What follows belongs to an exercise in optimizing a design on an open flow for small area, a short achievable clock period and few clock cycles per item; a production flow would make more cautious choices.
The RTL was checked by simulation tests, not by an equivalence proof against the original design.
No activity file was given, so power comes from the tool's default toggle rates.

==> flow/design.v <==
`timescale 1ns/100ps
package pipe_pkg;
  typedef logic [32-1:0] word_t;
  typedef logic [3-1:0]  reg_t;
  typedef logic [16-1:0]  imm_t;
  typedef enum logic [3:0] {
    OP_AND  = 4'd0,
    OP_NOT  = 4'd1,
    OP_OR   = 4'd2,
    OP_XOR  = 4'd3,
    OP_ADD  = 4'd4,
    OP_SUB  = 4'd5,
    OP_MOV0 = 4'd6,
    OP_MOV1 = 4'd7,
    OP_MOVI = 4'd8
  } opcode_t;
  typedef enum logic {
    FWD_RF = 1'b0,
    FWD_S3 = 1'b1
  } fwd_sel_t;
endpackage
`timescale 1ns/100ps
module inst_queue #(
  parameter int DEPTH = 16
) (
  input  logic    clk,
  input  logic    rst,
  input  logic    in_pass,
  input  pipe_pkg::opcode_t in_op,
  input  pipe_pkg::reg_t    in_ra0,
  input  pipe_pkg::reg_t    in_ra1,
  input  pipe_pkg::reg_t    in_wa,
  input  pipe_pkg::imm_t    in_imm,
  input  logic    pop,
  output logic    in_accept,
  output logic    q_vld,
  output pipe_pkg::opcode_t q_op,
  output pipe_pkg::reg_t    q_ra0,
  output pipe_pkg::reg_t    q_ra1,
  output pipe_pkg::reg_t    q_wa,
  output pipe_pkg::imm_t    q_imm
);
  localparam int AW = $clog2(DEPTH);
  pipe_pkg::opcode_t op_mem [DEPTH];
  pipe_pkg::reg_t    ra0_mem [DEPTH];
  pipe_pkg::reg_t    ra1_mem [DEPTH];
  pipe_pkg::reg_t    wa_mem [DEPTH];
  pipe_pkg::imm_t    imm_mem [DEPTH];
  logic [AW:0] wr_ptr;
  logic [AW:0] rd_ptr;
  logic [AW:0] wr_ptr_nxt;
  logic [AW:0] rd_ptr_nxt;
  logic        push;
  logic        full_r;
  logic        empty_r;
  assign push = in_pass & in_accept;
  assign wr_ptr_nxt = wr_ptr + {{AW{1'b0}}, push};
  assign rd_ptr_nxt = rd_ptr + {{AW{1'b0}}, pop};
  always_ff @(posedge clk) begin
    if (rst) begin
      wr_ptr  <= '0;
      rd_ptr  <= '0;
      full_r  <= 1'b0;
      empty_r <= 1'b1;
    end else begin
      wr_ptr  <= wr_ptr_nxt;
      rd_ptr  <= rd_ptr_nxt;
      empty_r <= (rd_ptr_nxt == wr_ptr_nxt);
      full_r  <= (rd_ptr_nxt[AW] != wr_ptr_nxt[AW]) &&
                 (rd_ptr_nxt[AW-1:0] == wr_ptr_nxt[AW-1:0]);
    end
  end
  always_ff @(posedge clk) begin
    if (push) begin
      op_mem[wr_ptr[AW-1:0]]  <= in_op;
      ra0_mem[wr_ptr[AW-1:0]] <= in_ra0;
      ra1_mem[wr_ptr[AW-1:0]] <= in_ra1;
      wa_mem[wr_ptr[AW-1:0]]  <= in_wa;
      imm_mem[wr_ptr[AW-1:0]] <= in_imm;
    end
  end
  assign in_accept = ~full_r;
  assign q_vld = ~empty_r;
  assign q_op  = op_mem[rd_ptr[AW-1:0]];
  assign q_ra0 = ra0_mem[rd_ptr[AW-1:0]];
  assign q_ra1 = ra1_mem[rd_ptr[AW-1:0]];
  assign q_wa  = wa_mem[rd_ptr[AW-1:0]];
  assign q_imm = imm_mem[rd_ptr[AW-1:0]];
endmodule
`timescale 1ns/100ps
module reg_file (
  input  logic  clk,
  input  logic  ren,
  input  pipe_pkg::reg_t  ra0,
  input  pipe_pkg::reg_t  ra1,
  input  logic  wen,
  input  pipe_pkg::reg_t  wa,
  input  pipe_pkg::word_t wdata,
  output pipe_pkg::word_t rdata0,
  output pipe_pkg::word_t rdata1
);
  localparam int N_REGS = 1 << 3;
  pipe_pkg::word_t mem [N_REGS];
  always_ff @(posedge clk) begin
    if (wen) begin
      mem[wa] <= wdata;
    end
  end
  always_ff @(posedge clk) begin
    if (ren) begin
      rdata0 <= (wen && (wa == ra0)) ? wdata : mem[ra0];
      rdata1 <= (wen && (wa == ra1)) ? wdata : mem[ra1];
    end
  end
endmodule
`timescale 1ns/100ps
module issue_stage (
  input  logic     clk,
  input  logic     rst,
  input  logic     hold,
  input  logic     q_vld,
  input  pipe_pkg::opcode_t  q_op,
  input  pipe_pkg::reg_t     q_ra0,
  input  pipe_pkg::reg_t     q_ra1,
  input  pipe_pkg::reg_t     q_wa,
  input  pipe_pkg::imm_t     q_imm,
  output logic     pop,
  output logic     ren,
  output pipe_pkg::reg_t     rf_ra0,
  output pipe_pkg::reg_t     rf_ra1,
  output logic     s2_vld,
  output pipe_pkg::opcode_t  s2_op,
  output pipe_pkg::reg_t     s2_wa,
  output pipe_pkg::imm_t     s2_imm,
  output pipe_pkg::fwd_sel_t s2_fwd0,
  output pipe_pkg::fwd_sel_t s2_fwd1
);
  logic     s1_vld;
  pipe_pkg::opcode_t  s1_op;
  pipe_pkg::reg_t     s1_ra0;
  pipe_pkg::reg_t     s1_ra1;
  pipe_pkg::reg_t     s1_wa;
  pipe_pkg::imm_t     s1_imm;
  pipe_pkg::fwd_sel_t s1_fwd0;
  pipe_pkg::fwd_sel_t s1_fwd1;
  assign pop = q_vld & ~hold;
  assign ren    = s1_vld & ~hold;
  assign rf_ra0 = s1_ra0;
  assign rf_ra1 = s1_ra1;
  always_comb begin
    s1_fwd0 = (s2_vld && (s2_wa == s1_ra0)) ? pipe_pkg::FWD_S3 : pipe_pkg::FWD_RF;
    s1_fwd1 = (s2_vld && (s2_wa == s1_ra1)) ? pipe_pkg::FWD_S3 : pipe_pkg::FWD_RF;
  end
  always_ff @(posedge clk) begin
    if (rst) begin
      s1_vld <= 1'b0;
      s2_vld <= 1'b0;
    end else if (!hold) begin
      s1_vld <= pop;
      s2_vld <= s1_vld;
    end
  end
  always_ff @(posedge clk) begin
    if (!hold) begin
      s1_op   <= q_op;
      s1_ra0  <= q_ra0;
      s1_ra1  <= q_ra1;
      s1_wa   <= q_wa;
      s1_imm  <= q_imm;
      s2_op   <= s1_op;
      s2_wa   <= s1_wa;
      s2_imm  <= s1_imm;
      s2_fwd0 <= s1_fwd0;
      s2_fwd1 <= s1_fwd1;
    end
  end
endmodule
`timescale 1ns/100ps
module exec_unit (
  input  logic     clk,
  input  logic     rst,
  input  logic     hold,
  input  logic     s2_vld,
  input  pipe_pkg::opcode_t  s2_op,
  input  pipe_pkg::reg_t     s2_wa,
  input  pipe_pkg::imm_t     s2_imm,
  input  pipe_pkg::fwd_sel_t s2_fwd0,
  input  pipe_pkg::fwd_sel_t s2_fwd1,
  input  pipe_pkg::word_t    rdata0,
  input  pipe_pkg::word_t    rdata1,
  output logic     wen,
  output pipe_pkg::reg_t     wa,
  output pipe_pkg::word_t    wdata,
  output logic     out_vld,
  output pipe_pkg::reg_t     out_wa,
  output pipe_pkg::word_t    out_wdata
);
  pipe_pkg::word_t opa;
  pipe_pkg::word_t opb;
  pipe_pkg::word_t alu_res;
  logic  s3_vld;
  pipe_pkg::reg_t  s3_wa;
  pipe_pkg::word_t s3_wdata;
  assign opa = (s2_fwd0 == pipe_pkg::FWD_S3) ? s3_wdata : rdata0;
  assign opb = (s2_fwd1 == pipe_pkg::FWD_S3) ? s3_wdata : rdata1;
  always_comb begin
    case (s2_op)
      pipe_pkg::OP_AND:  alu_res = opa & opb;
      pipe_pkg::OP_NOT:  alu_res = ~opa;
      pipe_pkg::OP_OR:   alu_res = opa | opb;
      pipe_pkg::OP_XOR:  alu_res = opa ^ opb;
      pipe_pkg::OP_ADD:  alu_res = opa + opb;
      pipe_pkg::OP_SUB:  alu_res = opa - opb;
      pipe_pkg::OP_MOV0: alu_res = opa;
      pipe_pkg::OP_MOV1: alu_res = opb;
      pipe_pkg::OP_MOVI: alu_res = pipe_pkg::word_t'(s2_imm);
      default: alu_res = opa;
    endcase
  end
  always_ff @(posedge clk) begin
    if (rst) begin
      s3_vld <= 1'b0;
    end else if (!hold) begin
      s3_vld <= s2_vld;
    end
  end
  always_ff @(posedge clk) begin
    if (!hold) begin
      s3_wa    <= s2_wa;
      s3_wdata <= alu_res;
    end
  end
  assign wen   = s3_vld & ~hold;
  assign wa    = s3_wa;
  assign wdata = s3_wdata;
  always_ff @(posedge clk) begin
    if (rst) begin
      out_vld <= 1'b0;
    end else begin
      out_vld <= wen;
    end
  end
  always_ff @(posedge clk) begin
    if (wen) begin
      out_wa    <= s3_wa;
      out_wdata <= s3_wdata;
    end
  end
endmodule
`timescale 1ns/100ps
module precompute_pipe (
  input  logic    clk,
  input  logic    rst,
  input  logic    in_pass,
  input  logic [3:0]  in_op,
  input  logic [2:0]  in_ra0,
  input  logic [2:0]  in_ra1,
  input  logic [2:0]  in_wa,
  input  logic [15:0] in_imm,
  input  logic    hold,
  output logic    in_accept,
  output logic    out_vld,
  output logic [2:0]  out_wa,
  output logic [31:0] out_wdata
);
  logic     q_vld;
  pipe_pkg::opcode_t  q_op;
  pipe_pkg::reg_t     q_ra0;
  pipe_pkg::reg_t     q_ra1;
  pipe_pkg::reg_t     q_wa;
  pipe_pkg::imm_t     q_imm;
  logic     pop;
  logic     ren;
  pipe_pkg::reg_t     rf_ra0;
  pipe_pkg::reg_t     rf_ra1;
  pipe_pkg::word_t    rdata0;
  pipe_pkg::word_t    rdata1;
  logic     s2_vld;
  pipe_pkg::opcode_t  s2_op;
  pipe_pkg::reg_t     s2_wa;
  pipe_pkg::imm_t     s2_imm;
  pipe_pkg::fwd_sel_t s2_fwd0;
  pipe_pkg::fwd_sel_t s2_fwd1;
  logic     wen;
  pipe_pkg::reg_t     wa;
  pipe_pkg::word_t    wdata;
  inst_queue i_inst_queue (
    .clk       (clk),
    .rst       (rst),
    .in_pass   (in_pass),
    .in_op     (pipe_pkg::opcode_t'(in_op)),
    .in_ra0    (in_ra0),
    .in_ra1    (in_ra1),
    .in_wa     (in_wa),
    .in_imm    (in_imm),
    .pop       (pop),
    .in_accept (in_accept),
    .q_vld     (q_vld),
    .q_op      (q_op),
    .q_ra0     (q_ra0),
    .q_ra1     (q_ra1),
    .q_wa      (q_wa),
    .q_imm     (q_imm)
  );
  issue_stage i_issue_stage (
    .clk     (clk),
    .rst     (rst),
    .hold    (hold),
    .q_vld   (q_vld),
    .q_op    (q_op),
    .q_ra0   (q_ra0),
    .q_ra1   (q_ra1),
    .q_wa    (q_wa),
    .q_imm   (q_imm),
    .pop     (pop),
    .ren     (ren),
    .rf_ra0  (rf_ra0),
    .rf_ra1  (rf_ra1),
    .s2_vld  (s2_vld),
    .s2_op   (s2_op),
    .s2_wa   (s2_wa),
    .s2_imm  (s2_imm),
    .s2_fwd0 (s2_fwd0),
    .s2_fwd1 (s2_fwd1)
  );
  reg_file i_reg_file (
    .clk    (clk),
    .ren    (ren),
    .ra0    (rf_ra0),
    .ra1    (rf_ra1),
    .wen    (wen),
    .wa     (wa),
    .wdata  (wdata),
    .rdata0 (rdata0),
    .rdata1 (rdata1)
  );
  exec_unit i_exec_unit (
    .clk       (clk),
    .rst       (rst),
    .hold      (hold),
    .s2_vld    (s2_vld),
    .s2_op     (s2_op),
    .s2_wa     (s2_wa),
    .s2_imm    (s2_imm),
    .s2_fwd0   (s2_fwd0),
    .s2_fwd1   (s2_fwd1),
    .rdata0    (rdata0),
    .rdata1    (rdata1),
    .wen       (wen),
    .wa        (wa),
    .wdata     (wdata),
    .out_vld   (out_vld),
    .out_wa    (out_wa),
    .out_wdata (out_wdata)
  );
endmodule
==> flow/run.sh <==
#!/bin/bash
# synth_recipe.tcl (not shown) runs the flow's synth.tcl, then flattens the netlist and writes it again
# the make line also repeats each setting of config.mk as NAME=value (left out here)
make -C /OpenROAD-flow-scripts/flow DESIGN_CONFIG=/design/flow/config.mk WORK_HOME=/design/flow/orfs CLKGATE_MAP_FILE= SYNTH_SCRIPT=/design/flow/synth_recipe.tcl finish
==> flow/config.mk <==
export PLATFORM = sky130hd
export DESIGN_NAME = precompute_pipe
export DESIGN_NICKNAME = precompute_pipe
export VERILOG_FILES = /design/flow/design.v
export SDC_FILE = /design/flow/constraint.sdc
export NUM_CORES = 4
export LEC_CHECK = 0
export CAP_MARGIN = 20
export CORE_MARGIN = 2
export CORE_UTILIZATION = 40
export PLACE_DENSITY = 0.6
export SLEW_MARGIN = 20
==> flow/constraint.sdc <==
create_clock -name core_clock -period 4.5 [get_ports {clk}]
set_input_delay 0.9000 -clock core_clock [delete_from_list [all_inputs] [get_ports {clk}]]
set_output_delay 0.9000 -clock core_clock [all_outputs]
set_load 0.01 [all_outputs]
==> impl_results.html <==
<table>
<tr><th>Metric</th><th>Value</th></tr>
<tr><th colspan="2">Power and ir drop</th></tr>
<tr><td>Pleak</td><td>15.8 nW</td></tr>
<tr><td>Clock Power Share</td><td>38.9%</td></tr>
<tr><td>Logic gate share of total power</td><td>13.1%</td></tr>
<tr><td>Internal power contribution</td><td>15.7 mW</td></tr>
<tr><td>Maximum ir drop on the vdd rail</td><td>0.000374 V</td></tr>
<tr><td>P_sw</td><td>5.03 mW</td></tr>
<tr><td>Share of total power in sequential cells</td><td>48.0%</td></tr>
<tr><td>Fraction of power spent switching nets</td><td>24.2%</td></tr>
<tr><td>Power per cell area</td><td>430 mW/mm²</td></tr>
<tr><th colspan="2">Logic synthesis</th></tr>
<tr><td>Post-synth EDFFs</td><td>908</td></tr>
<tr><td>Post-synth top flop</td><td>edfxtp_1</td></tr>
<tr><td>Post-synth top cells</td><td>edfxtp_1, mux4_2, nand2_1, mux2i_1, ha_1</td></tr>
<tr><td>Post-Syn Nets</td><td>2,477</td></tr>
<tr><td>Syn Area/Cell</td><td>17.7 µm²</td></tr>
<tr><td>Post-synthesis cell type with the largest combined area</td><td>edfxtp_1</td></tr>
<tr><td>#FFs+latches synth</td><td>924</td></tr>
<tr><td>Sequential element share of the synthesized area</td><td>66.7%</td></tr>
<tr><td>Combined area of all synthesized cells</td><td>0.0414 mm²</td></tr>
<tr><td>Synthesis Warnings</td><td>4</td></tr>
<tr><td>Proportion of register bits with asynchronous set or reset after synthesis</td><td>0%</td></tr>
<tr><td>Main area contributors after synthesis</td><td>edfxtp_1, mux4_2, ha_1</td></tr>
<tr><td>Mapped Cells</td><td>2,343</td></tr>
<tr><td>Area share of the leading cell type in the synthesized netlist</td><td>65.9%</td></tr>
<tr><td>Number of library cell types mapped by synthesis</td><td>71</td></tr>
<tr><td>Dominant cell by count in the synthesized netlist</td><td>edfxtp_1</td></tr>
<tr><th colspan="2">Final layout</th></tr>
<tr><td>Fraction of final layout cells sized beyond drive strength 1</td><td>25.3%</td></tr>
<tr><td>Final Net Count</td><td>2,671</td></tr>
<tr><td>Fin util</td><td>47.3%</td></tr>
<tr><td>FILL cells</td><td>8,645</td></tr>
<tr><td>Area added between synthesis and finish</td><td>16.7%</td></tr>
<tr><td>Diode count</td><td>0</td></tr>
<tr><th colspan="2">Detailed routing</th></tr>
<tr><td>Via density per instance</td><td>5.64</td></tr>
<tr><td>Wire per inst</td><td>25.0 µm</td></tr>
<tr><td>Total met3 wirelength after detailed routing</td><td>4210 µm</td></tr>
<tr><td>Max Used Layer</td><td>met5</td></tr>
<tr><td>Remaining DRCs</td><td>0</td></tr>
<tr><td>Met2 wirelength from detailed routing</td><td>51,200 µm</td></tr>
<tr><td>Number of design-rule violations left by the first detailed-router iteration</td><td>1,806</td></tr>
<tr><td>Routed length on met1</td><td>41,600 µm</td></tr>
<tr><td>Number of optimization iterations in the first detailed-route pass</td><td>7</td></tr>
<tr><td>Number of vias after detailed routing</td><td>22,487</td></tr>
<tr><td>Post-detailed-routing wire length</td><td>99,600 µm</td></tr>
<tr><td>Final ANT Viol Nets</td><td>0</td></tr>
<tr><th colspan="2">Die</th></tr>
<tr><td>CORE AREA</td><td>0.102 mm²</td></tr>
<tr><td>Cell row count</td><td>117</td></tr>
<tr><td>Die X</td><td>326 µm</td></tr>
<tr><td>Die Y</td><td>326 µm</td></tr>
<tr><td>I/O pin cnt</td><td>70</td></tr>
<tr><td>Area of the die</td><td>0.106 mm²</td></tr>
<tr><td>Effective utilization at floorplan</td><td>40.5%</td></tr>
<tr><th colspan="2">GRT</th></tr>
<tr><td>Initial antenna violation count</td><td>7</td></tr>
<tr><td>Total GRT Usage</td><td>18.7%</td></tr>
<tr><td>Largest net degree at the start of global routing</td><td>97</td></tr>
<tr><td>Global-route wire length before repair</td><td>150,000 µm</td></tr>
<tr><td>Vias in the first global route</td><td>23,845</td></tr>
<tr><td>Grt ovf</td><td>0</td></tr>
<tr><th colspan="2">Job</th></tr>
<tr><td>Max Cap Viol</td><td>0</td></tr>
<tr><th colspan="2">Timing</th></tr>
<tr><td>Number of hold violations in the final report</td><td>0</td></tr>
<tr><td>Pins over their slew limit</td><td>0</td></tr>
<tr><td>Final worst-path cycle share</td><td>97.0%</td></tr>
<tr><td>Maximum clock skew at final layout</td><td>39.4 ps</td></tr>
<tr><td>Time the worst path needs with I/O delays and setup</td><td>4360 ps</td></tr>
<tr><td>Transition time at the pin with the least slew margin</td><td>1200 ps</td></tr>
<tr><td>Maximum frequency from static timing analysis</td><td>0.229 GHz</td></tr>
<tr><td>Setup repair after global routing missed its margin</td><td>true</td></tr>
<tr><td>Worst slack on hold paths</td><td>423 ps</td></tr>
<tr><td>Max_slew headroom</td><td>20.0%</td></tr>
<tr><td>Finish-stage setup viols</td><td>0</td></tr>
<tr><th colspan="2">Worst setup path</th></tr>
<tr><td>Critical Setup Path Class</td><td>reg2reg</td></tr>
<tr><td>Crit path arrival time</td><td>4740 ps</td></tr>
<tr><td>Cell with the largest stage delay on the worst path</td><td>edfxtp_1</td></tr>
<tr><td>Sort of element at the end of the critical path</td><td>register</td></tr>
<tr><td>List of cells traversed by the critical path</td><td>buf_6 &gt; buf_12 &gt; buf_12 &gt; nor4_1 &gt; a21oi_2 &gt; nor4_4 &gt; buf_4 &gt; nor2b_4 &gt; nor2_2 &gt; xnor2_1 &gt; ha_1 &gt; a21o_1 &gt; a21oi_2 &gt; o21bai_1 &gt; a221o_1 &gt; a21oi_1 &gt; o21ai_1 &gt; a21oi_1 &gt; mux2i_1 &gt; o211ai_1</td></tr>
<tr><td>Maximum fanout count along the critical path</td><td>10</td></tr>
<tr><td>Required time reported for the critical path endpoint</td><td>4880 ps</td></tr>
<tr><td>Startpoint kind of the worst setup timing path</td><td>register</td></tr>
<tr><td>Worst path max stage delay</td><td>510 ps</td></tr>
<tr><th colspan="2">Placement</th></tr>
<tr><td>Dpl hpwl</td><td>59,900 µm</td></tr>
<tr><td>Routability-driven placement congestion ratio</td><td>0.899</td></tr>
<tr><td>IO buf count</td><td>69</td></tr>
<tr><th colspan="2">Clocking</th></tr>
<tr><td>Worst-path clk slew</td><td>60 ps</td></tr>
<tr><td>Longest Clk Path Bufs</td><td>3</td></tr>
<tr><td>CTS tree</td><td>yes</td></tr>
<tr><td>Maximum level of the CTS H-tree</td><td>3</td></tr>
<tr><td>Worst-skew pair later-pin latency</td><td>680 ps</td></tr>
<tr><td>TritonCTS sink count</td><td>924</td></tr>
<tr><td>Root Driver</td><td>clkbuf_16</td></tr>
<tr><td>TritonCTS Buffers</td><td>99</td></tr>
<tr><th colspan="2">Status</th></tr>
<tr><td>Run status</td><td>no timing/DRC/antenna violations</td></tr>
<tr><th colspan="2">Worst hold path</th></tr>
<tr><td>Min-Delay Path Class</td><td>reg2reg</td></tr>
</table>
## layout by cell type (no fill, tap or decap), types with 8 or more instances in the layout
cell / Yosys / routed
dfxtp_1: 16 / 12
clkinv_2: 0 / 15
o21ai_0: 96 / 94
xnor2_1: 51 / 50
and2_1: 8 / 8
buf_4: 0 / 131
nor3_1: 22 / 12
nand2_1: 124 / 123
clkinv_1: 0 / 21
mux2_2: 8 / 8
clkbuf_1: 88 / 20
nor2_1: 84 / 64
o221ai_1: 15 / 15
a21oi_1: 69 / 62
mux2i_4: 2 / 9
nor3_2: 1 / 8
clkbuf_16: 0 / 101
inv_1: 72 / 71
nor2_4: 0 / 17
bufinv_16: 0 / 10
a21o_1: 8 / 8
ha_1: 100 / 99
mux2i_1: 119 / 117
buf_12: 1 / 17
a22oi_1: 8 / 8
a31oi_1: 12 / 12
nand3_1: 16 / 16
edfxtp_1: 908 / 908
nand2b_1: 16 / 15
clkdlybuf4s50_1: 0 / 69
o22ai_1: 13 / 13
xor2_1: 26 / 26
mux4_2: 273 / 273
a221oi_1: 30 / 29
o211ai_1: 8 / 8
## state kept, by name, indices dropped and copies added (netlist names), 16 cells and up
register / flops
i_issue_stage.s1_imm: 16
i_reg_file.mem: 256
i_exec_unit.out_wdata: 32
i_reg_file.rdata0: 32
i_inst_queue.op_mem: 64
i_inst_queue.ra0_mem: 48
i_inst_queue.wa_mem: 48
i_reg_file.rdata1: 32
i_exec_unit.s3_wdata: 32
i_inst_queue.ra1_mem: 48
i_inst_queue.imm_mem: 256
i_issue_stage.s2_imm: 16
## worst max-delay path: cells and delay by family, from the launching register on
family | cells | cell delay, ps
xor+xnor | 1 | 170
fa+ha+maj | 1 | 260
mux | 1 | 210
compound gates | 9 | 1440
flops | 1 | 510
simple gates | 4 | 840
buf+inv | 4 | 650
## routing by layer
layer / vias to the layer above / GRT usage (%)
li1: 9907 / -
met1: 11835 / 24.2
met2: 561 / 32.7
met3: 176 / 2.78
met4: 8 / 5.53
met5: - / 0
## stage by stage
step / total power, mW / area [µm²] / setup WS, ps / setup TNS [ps] / std cells
after detailed placement: 12.8 / 44700 / -174 / -625 / 3786
after global placement: 12.8 / 44700 / -103 / -103 / 3786
after floorplan: 11.9 / 41400 / -68.3 / -6550 / 2343
after CTS: 20.9 / 48000 / 7.08 / 0 / 3969
final: 20.8 / 48300 / 137 / 0 / 3984
after global routing: 21.6 / 48300 / -59.4 / -133 / 3984
## cell type report
type	instances	area (µm²)	area share (%)
clock buffers	121	2600	5.39
clock inverters	59	626	1.30
inverters	77	292	0.604
multi-input cells	1213	13400	27.7
flip-flops and latches	924	27600	57.2
well taps	1368	1710	3.54
repair buffers	222	2070	4.30
## timing repair
item | CTS | global route
setup buffers | 3 | 15
pin swaps | 2 | 21
resized for setup | 11 | 39
hold buffers | 0 | 0
cloned | 0 | 0
endpoints found under the setup margin | 7 | 11
## path summary, 6_finish.rpt
path	start	end	slack [ps]	cells after the start
setup reg to reg	i_issue_stage.s2_fwd1	i_exec_unit.s3_wdata[30]	140	20
hold / removal	i_issue_stage.s1_imm[9]	i_issue_stage.s2_imm[9]	420	0
setup / recovery	i_issue_stage.s2_fwd1	i_exec_unit.s3_wdata[30]	140	20
hold reg to reg	i_issue_stage.s1_imm[9]	i_issue_stage.s2_imm[9]	420	0
## power by group through the flow
stage	clock network [mW]	registers (mW)	logic [mW]
after global routing	8.59	10.0	2.96
after detailed placement	0	10.2	2.67
after floorplan	0	10.1	1.80
after global placement	0	10.1	2.63
final	8.08	9.98	2.72
after CTS	8.25	9.98	2.69
## kinds of logic (layout without fill, tap and decap cells)
group | Yosys count | after routing | synth area share (%)
xor gates and xnor gates | 77 | 77 | 1.63
AOI/OAI and AO/OA | 309 | 309 | 4.78
DFF | 924 | 924 | 66.7
and+or+nand+nor | 317 | 317 | 3.55
buffers and inverters | 206 | 479 | 1.99
adders and majority gates | 101 | 101 | 3.07
muxes | 409 | 409 | 18.3
Testbench counts, summed over its fixed seeds: cycles 12,040, items 12,000.

==> separate check: timing with driven ports <==
The flow's constraints put no driver on any port. The routed layout listed below was extracted and timed again, unchanged, in two steps.
Step 1: set_driving_cell puts a clkbuf_16 on clk and a buf_2 on each other input, an assumption about the parent block.
Step 2, shift: input delay + t, output delay - t, t = (earliest + latest rising clock arrival at the registers) / 2. This alone moves slack from input paths to output paths.
a / b / c = ideal ports / drivers / drivers and shift; a / b = the first two.
t (ns): 0.728
setup slack, ns: 0.137 / 0.137 / 0.137
hold WS [ns]: 0.423 / 0.423 / 0.423
worst setup path at the end: register to register
pins driven straight from the clock port: 1
After both steps setup and hold are still met in this run. The setup slack of this run moves by 0.000 ns with the drivers and by 0.000 ns with both steps.
